From an optimization exercise on the open Yosys and OpenROAD flow, aimed at small area, a short achievable clock period and few clock cycles per item; shortcuts taken in it are not production practice. The RTL was checked by simulation tests, not by an equivalence proof against the original design.

Design fft_bfly_pipe, start of the top module:
module fft_bfly_pipe #(
  parameter int DATA_W = 16,
  parameter int TW_W   = 16,
  parameter int TAG_W  = 8
) (
  input  logic              clk,
  input  logic              rst,
  input  logic              in_valid,
  output logic              in_ready,
  input  logic [DATA_W-1:0] a_re,
  input  logic [DATA_W-1:0] a_im,
  input  logic [DATA_W-1:0] b_re,
  input  logic [DATA_W-1:0] b_im,
  input  logic [TW_W-1:0]   w_re,
  input  logic [TW_W-1:0]   w_im,
  input  logic              inv,
  input  logic              scale,
  input  logic [TAG_W-1:0]  tag_in,
  output logic              out_valid,
  input  logic              out_ready,
  output logic [DATA_W-1:0] y0_re,
  output logic [DATA_W-1:0] y0_im,
  output logic [DATA_W-1:0] y1_re,
  output logic [DATA_W-1:0] y1_im,
  output logic              ovf,
  output logic [TAG_W-1:0]  tag_out
);
Size: about 3700 cells after synthesis, ~350 flip-flops, roughly 190 I/O pins, about 40000 sq um of cells after synthesis.
==> flow/config.mk <==
export PLATFORM = sky130hd
export DESIGN_NAME = fft_bfly_pipe
export DESIGN_NICKNAME = fft_bfly_pipe
export VERILOG_FILES = /design/flow/design.v
export SDC_FILE = /design/flow/constraint.sdc
export NUM_CORES = 4
export LEC_CHECK = 0
export CAP_MARGIN = 20
export CORE_MARGIN = 2
export CORE_UTILIZATION = 55
export CTS_CLUSTER_DIAMETER = 150
export CTS_CLUSTER_SIZE = 24
export PLACE_DENSITY = 0.7
export SETUP_SLACK_MARGIN = 3.8
export SLEW_MARGIN = 20
export SYNTH_HIERARCHICAL = 1
export SYNTH_MINIMUM_KEEP_SIZE = 0
export TNS_END_PERCENT = 0
==> flow/constraint.sdc <==
create_clock -name core_clock -period 7.5 [get_ports {clk}]
set_input_delay 1.5000 -clock core_clock [delete_from_list [all_inputs] [get_ports {clk}]]
set_output_delay 1.5000 -clock core_clock [all_outputs]
set_load 0.01 [all_outputs]
standard.sh (not shown) runs the stock make flow with config.mk's settings and CLKGATE_MAP_FILE= SYNTH_SCRIPT=/design/flow/synth_recipe.tcl, a recipe that flattens the netlist after the stock synthesis.
==> flow/flow/run.sh <==
#!/bin/bash
set -o pipefail
export BUFFER_PORTS_ARGS="-buffer_cell sky130_fd_sc_hd__buf_1"
bash standard.sh > standard.log 2>&1
The baseline ran to the end with no violations.
Testbench counts at the start, summed over its fixed seeds: cycles 16,024, items 16,000.
Rerun with:
- CORE_UTILIZATION: 55 -> 65
- PLACE_DENSITY: 0.7 -> 0.8
- SETUP_SLACK_MARGIN: 3.8 -> 4.2
Outcome: The new run ran to the end with no violations. Setup slack improves by 0.048 ns. Global-route usage is higher by 5.4 points. Count of clock-buffer cells in the layout came out lower by 1. Die area fell by about 15%. First-iteration DRC count went up by about 36%.
Rerun with:
- CORE_UTILIZATION: 65 -> 55
- PLACE_DENSITY: 0.8 -> 0.7
- SETUP_SLACK_MARGIN: 4.2 -> 4.0
Effect: The changed run completed with no timing, DRC or antenna violations; design area barely changes; routed wire length rose by 1.6%.
Rerun with:
- SETUP_SLACK_MARGIN: 4.0 -> 3.5
Outcome: Final area shrinks by 3.4%; die area does not change; critical path depth shrinks by 1.

========
## run 1
fft_bfly_pipe, a different RTL version from the one above (not shown whole).
Size: about 3700 cells after synthesis, roughly 190 I/O pins, roughly 40000 sq um of cells after synthesis.
==> flow/config.mk <==
export PLATFORM = sky130hd
export DESIGN_NAME = fft_bfly_pipe
export DESIGN_NICKNAME = fft_bfly_pipe
export VERILOG_FILES = /design/flow/design.v
export SDC_FILE = /design/flow/constraint.sdc
export NUM_CORES = 4
export LEC_CHECK = 0
export CAP_MARGIN = 20
export CORE_MARGIN = 2
export CORE_UTILIZATION = 55
export CTS_CLUSTER_DIAMETER = 150
export CTS_CLUSTER_SIZE = 30
export PLACE_DENSITY = 0.7
export SETUP_SLACK_MARGIN = 3.8
export SLEW_MARGIN = 20
export SYNTH_HIERARCHICAL = 1
export SYNTH_MINIMUM_KEEP_SIZE = 0
export TNS_END_PERCENT = 0
==> flow/constraint.sdc <==
create_clock -name core_clock -period 7.5 [get_ports {clk}]
set_input_delay 1.5000 -clock core_clock [delete_from_list [all_inputs] [get_ports {clk}]]
set_output_delay 1.5000 -clock core_clock [all_outputs]
set_load 0.01 [all_outputs]
Scripts as last shown in full above: flow/flow/run.sh
Run 1: all stages complete, timing, DRC and antenna checks passed
Testbench counts of run 1, summed over its fixed seeds: cycles 16,024, items 16,000.
Modified inputs, run 2 compared to run 1
diff --git a/flow/config.mk b/flow/config.mk
--- a/flow/config.mk
+++ b/flow/config.mk
@@ -10,5 +10,5 @@
 export CORE_UTILIZATION = 55
 export CTS_CLUSTER_DIAMETER = 150
-export CTS_CLUSTER_SIZE = 30
+export CTS_CLUSTER_SIZE = 24
 export PLACE_DENSITY = 0.7
 export SETUP_SLACK_MARGIN = 3.8
[summary]
Per the comparison of run 2 with run 1, summed area of non-filler cells in the final layout about even, met2 global-route usage saw a decrease, final critical-path setup slack went down 0.0086 ns.
Total negative setup slack: run 2 vs run 1 identical
For number of buffers inserted by port buffering, run 1 and run 2 come out practically identical.
Taking run 1 as the reference, in run 2 ratio of final minimum period to clock period comparable; area after synthesis comparable.

afterwards: timing with drivers on the ports:
Ports are ideal in the flow. The routed layouts listed here were re-timed in OpenROAD. Step 1 (the two cells are an assumption about what drives the block):
set clk [get_ports {clk}]
set_driving_cell -lib_cell sky130_fd_sc_hd__clkbuf_16 $clk
set_driving_cell -lib_cell sky130_fd_sc_hd__buf_2 [delete_from_list [all_inputs] $clk]
Step 2 also shifts input and output timing later by t, the mid clock arrival at the registers, as if the neighbouring blocks saw the same clock. Slacks: ideal / step 1 / step 2; pairs: ideal / step 1.
run	t (ns)	setup WS [ns]	clock arrival spread, ns	cell pins on the clock port's net
the first run of note 1	0.641	3.811 / 3.779 / 3.651	0.053 / 0.053	1
the second run of note 1	0.621	3.859 / 3.859 / 3.666	0.030 / 0.030	1
the third run of note 1	0.642	3.848 / 3.848 / 3.607	0.051 / 0.052	1
the fourth run of note 1	0.635	3.364 / 3.364 / 3.364	0.048 / 0.049	1
run 1	0.640	3.820 / 3.820 / 3.808	0.017 / 0.018	1
run 2	0.657	3.812 / 3.812 / 3.789	0.028 / 0.028	1
After both steps every run listed still meets setup and hold. The setup slack of the third run of note 1, which loses most, moves by 0.000 ns with the drivers and by -0.241 ns with both steps.
